Context: an optimization exercise on an open-source flow, tuned for small area. The choices shown serve that exercise and are no tape-out recipe.
Only simulation tests tie the RTL to the original design; equivalence was not proved.
Power and IR drop assume default switching activity.

==> inputs of exp/umber <==
==> flow/design.v <==
package coreFrontEndPkg;
  localparam int unsigned XLEN = 32;
  localparam int unsigned REG_NUM = 32;
  localparam int unsigned REG_IDX_WIDTH = $clog2(REG_NUM);
  localparam int unsigned RD_PORT_NUM = 2;
  localparam int unsigned FWD_PORT_NUM = 2;
  localparam int unsigned SET_PORT_NUM = 3;
  localparam int unsigned STEP_WIDTH = 3;
  typedef logic [XLEN-1:0] xlenT;
  typedef logic [REG_IDX_WIDTH-1:0] regIdxT;
  typedef logic [STEP_WIDTH-1:0] pcStepT;
  localparam xlenT START_ADDR = 32'h8000_0000;
endpackage
`timescale 1ns/100ps
module pcGen (
  input  logic                                                      clk,
  input  logic                                                      rstN,
  input  logic                                                      stall,
  input  logic                   [coreFrontEndPkg::SET_PORT_NUM-1:0] setEn,
  input  coreFrontEndPkg::xlenT  [coreFrontEndPkg::SET_PORT_NUM-1:0] setPc,
  input  coreFrontEndPkg::pcStepT                                   nxtPcStep,
  output coreFrontEndPkg::xlenT                                     pc,
  output coreFrontEndPkg::xlenT                                     nxtPc
);
  logic rstFlg;
  always_ff @(posedge clk or negedge rstN) begin
    if (!rstN) begin
      rstFlg <= 1'b0;
    end else if (!rstFlg) begin
      rstFlg <= 1'b1;
    end
  end
  localparam int unsigned SW = coreFrontEndPkg::STEP_WIDTH;
  localparam int unsigned XL = coreFrontEndPkg::XLEN;
  logic selSet0, selSet1, selSet2, selStep, selHold, selInc;
  assign selSet0 = rstFlg & setEn[0];
  assign selSet1 = rstFlg & ~setEn[0] & setEn[1];
  assign selSet2 = rstFlg & ~setEn[0] & ~setEn[1] & setEn[2];
  assign selStep = ~(selSet0 | selSet1 | selSet2);
  logic [SW-1:0] stepMasked;
  logic [SW:0]   loSum;
  assign stepMasked = nxtPcStep & {SW{rstFlg}};
  assign loSum      = {1'b0, pc[SW-1:0]} + {1'b0, stepMasked};
  assign selHold    = selStep & ~loSum[SW];
  assign selInc     = selStep & loSum[SW];
  always_comb begin
    for (int i = 0; i < SW; i++) begin
      nxtPc[i] = (setPc[0][i] & selSet0) | (setPc[1][i] & selSet1) |
                 (setPc[2][i] & selSet2) | (loSum[i] & selStep);
    end
  end
  localparam int unsigned GW = 4;
  localparam int unsigned GN = (XL - SW + GW - 1) / GW;
  logic [XL:SW]   allOnes;
  logic [XL-1:SW] incBit;
  logic [GN:0]    grpCin;
  assign grpCin[0] = 1'b1;
  for (genvar g = 0; g < GN; g++) begin : gGrp
    localparam int unsigned LO = SW + g * GW;
    localparam int unsigned HI = (LO + GW > XL) ? XL - 1 : LO + GW - 1;
    assign allOnes[LO] = grpCin[g];
    assign grpCin[g+1] = grpCin[g] & (&pc[HI:LO]);
  end
  for (genvar i = SW; i < XL; i++) begin : gInc
    if ((i - SW) % GW != GW - 1 && i != XL - 1) begin : gCarry
      incCell incCell_inst (
        .a    (pc[i]),
        .cin  (allOnes[i]),
        .sum  (incBit[i]),
        .cout (allOnes[i+1])
      );
    end else begin : gLast
      assign incBit[i] = pc[i] ^ allOnes[i];
    end
    pcSelBit pcSelBit_inst (
      .set  ({setPc[2][i], setPc[1][i], setPc[0][i]}),
      .sel  ({selSet2, selSet1, selSet0}),
      .pc   (pc[i]),
      .inc  (incBit[i]),
      .hold (selHold),
      .step (selInc),
      .y    (nxtPc[i])
    );
  end
  always_ff @(posedge clk or negedge rstN) begin
    if (!rstN) begin
      pc <= coreFrontEndPkg::START_ADDR;
    end else if (!stall) begin
      pc <= nxtPc;
    end
  end
endmodule
module incCell (
  input  logic a,
  input  logic cin,
  output logic sum,
  output logic cout
);
  assign sum  = a ^ cin;
  assign cout = a & cin;
endmodule
module pcSelBit (
  input  logic [2:0] set,
  input  logic [2:0] sel,
  input  logic       pc,
  input  logic       inc,
  input  logic       hold,
  input  logic       step,
  output logic       y
);
  assign y = (|(set & sel)) | (pc & hold) | (inc & step);
endmodule
`timescale 1ns/100ps
module fwdMux (
  input  logic                  [coreFrontEndPkg::FWD_PORT_NUM-1:0] fwdVld,
  input  coreFrontEndPkg::regIdxT [coreFrontEndPkg::FWD_PORT_NUM-1:0] fwdRd,
  input  coreFrontEndPkg::xlenT [coreFrontEndPkg::FWD_PORT_NUM-1:0] fwdDat,
  input  coreFrontEndPkg::regIdxT                                   rs,
  input  coreFrontEndPkg::xlenT [coreFrontEndPkg::REG_NUM-1:1]      regQ,
  input  logic                  [coreFrontEndPkg::REG_NUM-1:1]      regVld,
  output coreFrontEndPkg::xlenT                                     dat,
  output logic                                                      hazard
);
  logic rsVld;
  logic hit0, hit1;
  logic sel0, sel1, selRf;
  logic [coreFrontEndPkg::REG_NUM-1:1] selReg;
  assign rsVld = |rs;
  assign hit0  = (fwdRd[0] == rs);
  assign hit1  = (fwdRd[1] == rs);
  assign sel0  = rsVld & hit0;
  assign sel1  = rsVld & ~hit0 & hit1;
  assign selRf = ~hit0 & ~hit1;
  logic [7:0] rsHiOh;
  logic [3:0] rsLoOh;
  always_comb begin
    for (int k = 0; k < 8; k++) begin
      rsHiOh[k] = (rs[4:2] == 3'(k));
    end
    for (int j = 0; j < 4; j++) begin
      rsLoOh[j] = selRf & (rs[1:0] == 2'(j));
    end
  end
  for (genvar i = 1; i < coreFrontEndPkg::REG_NUM; i++) begin : gSel
    and3Gate and3Gate_inst (
      .a (rsHiOh[i/4]),
      .b (rsLoOh[i%4]),
      .c (regVld[i]),
      .y (selReg[i])
    );
  end
  logic [32:0] selAll;
  assign selAll = {selReg, sel1, sel0};
  for (genvar b = 0; b < coreFrontEndPkg::XLEN; b++) begin : gBit
    logic [32:0] datAll;
    always_comb begin
      datAll[0] = fwdDat[0][b];
      datAll[1] = fwdDat[1][b];
      for (int i = 1; i < coreFrontEndPkg::REG_NUM; i++) begin
        datAll[i+1] = regQ[i][b];
      end
    end
    rdBit rdBit_inst (
      .d (datAll),
      .s (selAll),
      .y (dat[b])
    );
  end
  assign hazard = (sel0 & ~fwdVld[0]) | (sel1 & ~fwdVld[1]);
endmodule
module rdBit (
  input  logic [32:0] d,
  input  logic [32:0] s,
  output logic        y
);
  logic [10:0] grpN;
  for (genvar g = 0; g < 11; g++) begin : gGrp
    aoi222 aoi222_inst (
      .a (d[3*g+2:3*g]),
      .s (s[3*g+2:3*g]),
      .y (grpN[g])
    );
  end
  assign y = ~&grpN;
endmodule
module aoi222 (
  input  logic [2:0] a,
  input  logic [2:0] s,
  output logic       y
);
  assign y = ~|(a & s);
endmodule
module and3Gate (
  input  logic a,
  input  logic b,
  input  logic c,
  output logic y
);
  assign y = a & b & c;
endmodule
`timescale 1ns/100ps
module regFile (
  input  logic                                                     clk,
  input  logic                                                     rstN,
  input  logic                                                     wrVld,
  input  coreFrontEndPkg::regIdxT                                  wrRd,
  input  coreFrontEndPkg::xlenT                                    wrDat,
  input  logic                   [coreFrontEndPkg::FWD_PORT_NUM-1:0] fwdVld,
  input  coreFrontEndPkg::regIdxT [coreFrontEndPkg::FWD_PORT_NUM-1:0] fwdRd,
  input  coreFrontEndPkg::xlenT  [coreFrontEndPkg::FWD_PORT_NUM-1:0] fwdDat,
  input  coreFrontEndPkg::regIdxT [coreFrontEndPkg::RD_PORT_NUM-1:0] rs,
  output coreFrontEndPkg::xlenT  [coreFrontEndPkg::RD_PORT_NUM-1:0] rsDat,
  output logic                   [coreFrontEndPkg::RD_PORT_NUM-1:0] datHazard
);
  coreFrontEndPkg::xlenT [coreFrontEndPkg::REG_NUM-1:1] regQ;
  logic                  [coreFrontEndPkg::REG_NUM-1:1] regVld;
  logic [coreFrontEndPkg::REG_NUM-1:0] wrEnOh;
  logic [7:0] wrHiOh;
  logic [3:0] wrLoOh;
  always_comb begin
    for (int k = 0; k < 8; k++) begin
      wrHiOh[k] = (wrRd[4:2] == 3'(k));
    end
    for (int j = 0; j < 4; j++) begin
      wrLoOh[j] = wrVld & (wrRd[1:0] == 2'(j));
    end
  end
  assign wrEnOh[0] = 1'b0;
  for (genvar i = 1; i < coreFrontEndPkg::REG_NUM; i++) begin : gWrEn
    and2Gate and2Gate_inst (
      .a (wrHiOh[i/4]),
      .b (wrLoOh[i%4]),
      .y (wrEnOh[i])
    );
  end
  always_ff @(posedge clk) begin
    for (int i = 1; i < coreFrontEndPkg::REG_NUM; i++) begin
      if (wrEnOh[i]) begin
        regQ[i] <= wrDat;
      end
    end
  end
  always_ff @(posedge clk or negedge rstN) begin
    if (!rstN) begin
      regVld <= '0;
    end else begin
      regVld <= regVld | wrEnOh[coreFrontEndPkg::REG_NUM-1:1];
    end
  end
  for (genvar p = 0; p < coreFrontEndPkg::RD_PORT_NUM; p++) begin : gRdPort
    fwdMux fwdMux_inst (
      .fwdVld (fwdVld),
      .fwdRd  (fwdRd),
      .fwdDat (fwdDat),
      .rs     (rs[p]),
      .regQ   (regQ),
      .regVld (regVld),
      .dat    (rsDat[p]),
      .hazard (datHazard[p])
    );
  end
endmodule
module and2Gate (
  input  logic a,
  input  logic b,
  output logic y
);
  assign y = a & b;
endmodule
`timescale 1ns/100ps
module coreFrontEnd (
  input  logic                                                        clk,
  input  logic                                                        rstN,
  input  logic                                                        stall,
  input  logic                    [coreFrontEndPkg::SET_PORT_NUM-1:0] setEn,
  input  coreFrontEndPkg::xlenT   [coreFrontEndPkg::SET_PORT_NUM-1:0] setPc,
  input  coreFrontEndPkg::pcStepT                                     nxtPcStep,
  output coreFrontEndPkg::xlenT                                       pc,
  output coreFrontEndPkg::xlenT                                       nxtPc,
  input  logic                                                        wrVld,
  input  coreFrontEndPkg::regIdxT                                     wrRd,
  input  coreFrontEndPkg::xlenT                                       wrDat,
  input  logic                    [coreFrontEndPkg::FWD_PORT_NUM-1:0] fwdVld,
  input  coreFrontEndPkg::regIdxT [coreFrontEndPkg::FWD_PORT_NUM-1:0] fwdRd,
  input  coreFrontEndPkg::xlenT   [coreFrontEndPkg::FWD_PORT_NUM-1:0] fwdDat,
  input  coreFrontEndPkg::regIdxT [coreFrontEndPkg::RD_PORT_NUM-1:0]  rs,
  output coreFrontEndPkg::xlenT   [coreFrontEndPkg::RD_PORT_NUM-1:0]  rsDat,
  output logic                    [coreFrontEndPkg::RD_PORT_NUM-1:0]  datHazard
);
  pcGen pcGen_inst (
    .clk       (clk),
    .rstN      (rstN),
    .stall     (stall),
    .setEn     (setEn),
    .setPc     (setPc),
    .nxtPcStep (nxtPcStep),
    .pc        (pc),
    .nxtPc     (nxtPc)
  );
  regFile regFile_inst (
    .clk       (clk),
    .rstN      (rstN),
    .wrVld     (wrVld),
    .wrRd      (wrRd),
    .wrDat     (wrDat),
    .fwdVld    (fwdVld),
    .fwdRd     (fwdRd),
    .fwdDat    (fwdDat),
    .rs        (rs),
    .rsDat     (rsDat),
    .datHazard (datHazard)
  );
endmodule
==> flow/flow/run.sh <==
#!/bin/bash
# Standard layout, with plain buf_1 cells as the port buffers and a clock
# tree of clkbuf_16 cells without dummy balancing loads.
set -euo pipefail
export BUFFER_PORTS_ARGS="-buffer_cell sky130_fd_sc_hd__buf_1"
export CTS_ARGS="-sink_clustering_enable -repair_clock_nets -dont_use_dummy_load -sink_clustering_size 30 -sink_clustering_max_diameter 60 -buf_list sky130_fd_sc_hd__clkbuf_16"
bash standard.sh finish > standard_make.log 2>&1
==> flow/standard.sh <==
#!/bin/bash
# synth_recipe.tcl (not shown) runs the flow's synth.tcl, then flattens the netlist and writes it again
# the make line also repeats each setting of config.mk as NAME=value (left out here)
make -C /OpenROAD-flow-scripts/flow DESIGN_CONFIG=/design/flow/config.mk WORK_HOME=/design/flow/orfs CLKGATE_MAP_FILE= SYNTH_SCRIPT=/design/flow/synth_recipe.tcl "${@:-finish}"
==> flow/config.mk <==
export PLATFORM = sky130hd
export DESIGN_NAME = coreFrontEnd
export DESIGN_NICKNAME = coreFrontEnd
export VERILOG_FILES = /design/flow/design.v
export SDC_FILE = /design/flow/constraint.sdc
export NUM_CORES = 4
export LEC_CHECK = 0
export CAP_MARGIN = 20
export CORE_MARGIN = 2
export CORE_UTILIZATION = 60
export SLEW_MARGIN = 20
export SYNTH_HIERARCHICAL = 1
export SYNTH_MINIMUM_KEEP_SIZE = 0
==> flow/constraint.sdc <==
create_clock -name core_clock -period 7.5 [get_ports {clk}]
set_input_delay 1.5000 -clock core_clock [delete_from_list [all_inputs] [get_ports {clk}]]
set_output_delay 1.5000 -clock core_clock [all_outputs]
set_load 0.01 [all_outputs]
==> exp/delta: changes against exp/umber <==
==> flow/flow/run.sh (replaced) <==
#!/bin/bash
# Standard layout, with plain buf_1 cells as the port buffers, a clock tree
# of clkbuf_8 cells without dummy balancing loads, and power recovery
# (downsizing of gates off the critical paths) after global routing.
set -euo pipefail
export BUFFER_PORTS_ARGS="-buffer_cell sky130_fd_sc_hd__buf_1"
export CTS_ARGS="-sink_clustering_enable -repair_clock_nets -dont_use_dummy_load -sink_clustering_size 20 -sink_clustering_max_diameter 50 -buf_list sky130_fd_sc_hd__clkbuf_8"
export RECOVER_POWER=100
bash standard.sh finish > standard_make.log 2>&1
==> qor summary <==
metric	exp/delta	exp/umber
Normalized max-slew margin	-156%	18.2%
Final Critical Period	7000 ps	6830 ps
Met2 track utilization from global routing	61.9%	61.3%
Top achievable clock speed	143 MHz	146 MHz
Vias post-DR	33700	33700
Worst hold endpoint	regFile_inst.regVld[27]	regFile_inst.regVld[12]
Power share of the clock group	26.8%	30.0%
Insertion delay to the later sink of the worst-skew pair	710 ps	610 ps
Comb group	0.00117 W	0.00118 W
Combinational fraction of design power	10.8%	10.4%
Clock buffer count from CTS	94	67
Multi-input combinational area share	24.6%	24.3%
Clock buffer count in the final layout	94	67
Root buffer cell	sky130_fd_sc_hd__clkbuf_8	sky130_fd_sc_hd__clkbuf_16
Fraction of layout cells with a size suffix above 1	9.19%	10.8%
Register share of the cell area	65.8%	65.0%
Met3 track demand over resource in global routing	14.0%	13.9%
Run status	failed layout checks	no timing/DRC/antenna violations
Violated checks	capacitance limit, slew limit	-

==> what the ideal ports hide <==
The results above use ideal ports. As a check the final layouts listed here were re-extracted and re-timed, cells and wires unchanged. Step 1 (the two cells are an assumption about what drives the block):
set clk [get_ports {clk}]
set_driving_cell -lib_cell sky130_fd_sc_hd__clkbuf_16 $clk
set_driving_cell -lib_cell sky130_fd_sc_hd__buf_2 [delete_from_list [all_inputs] $clk]
Step 2 moves the port delays by t, midway between the first and last clock arrival at a register: inputs arrive t later, outputs are due t later. That takes back most of the time a late clock gives input paths. a / b / c = ideal / step 1 / step 2; a / b = the first two.
run | t (ns) | setup WS [ns] | worst data-port slew with drivers (ns) | cell pins on the clock port's net
exp/umber | 0.686 | 0.669 / 0.643 / 0.643 | 0.08 | 1
exp/delta | 0.775 | 0.496 / 0.471 / 0.471 | 0.08 | 1
For exp/umber, which loses most, drivers alone change the setup slack by -0.026 ns; drivers and shift together by -0.026 ns.
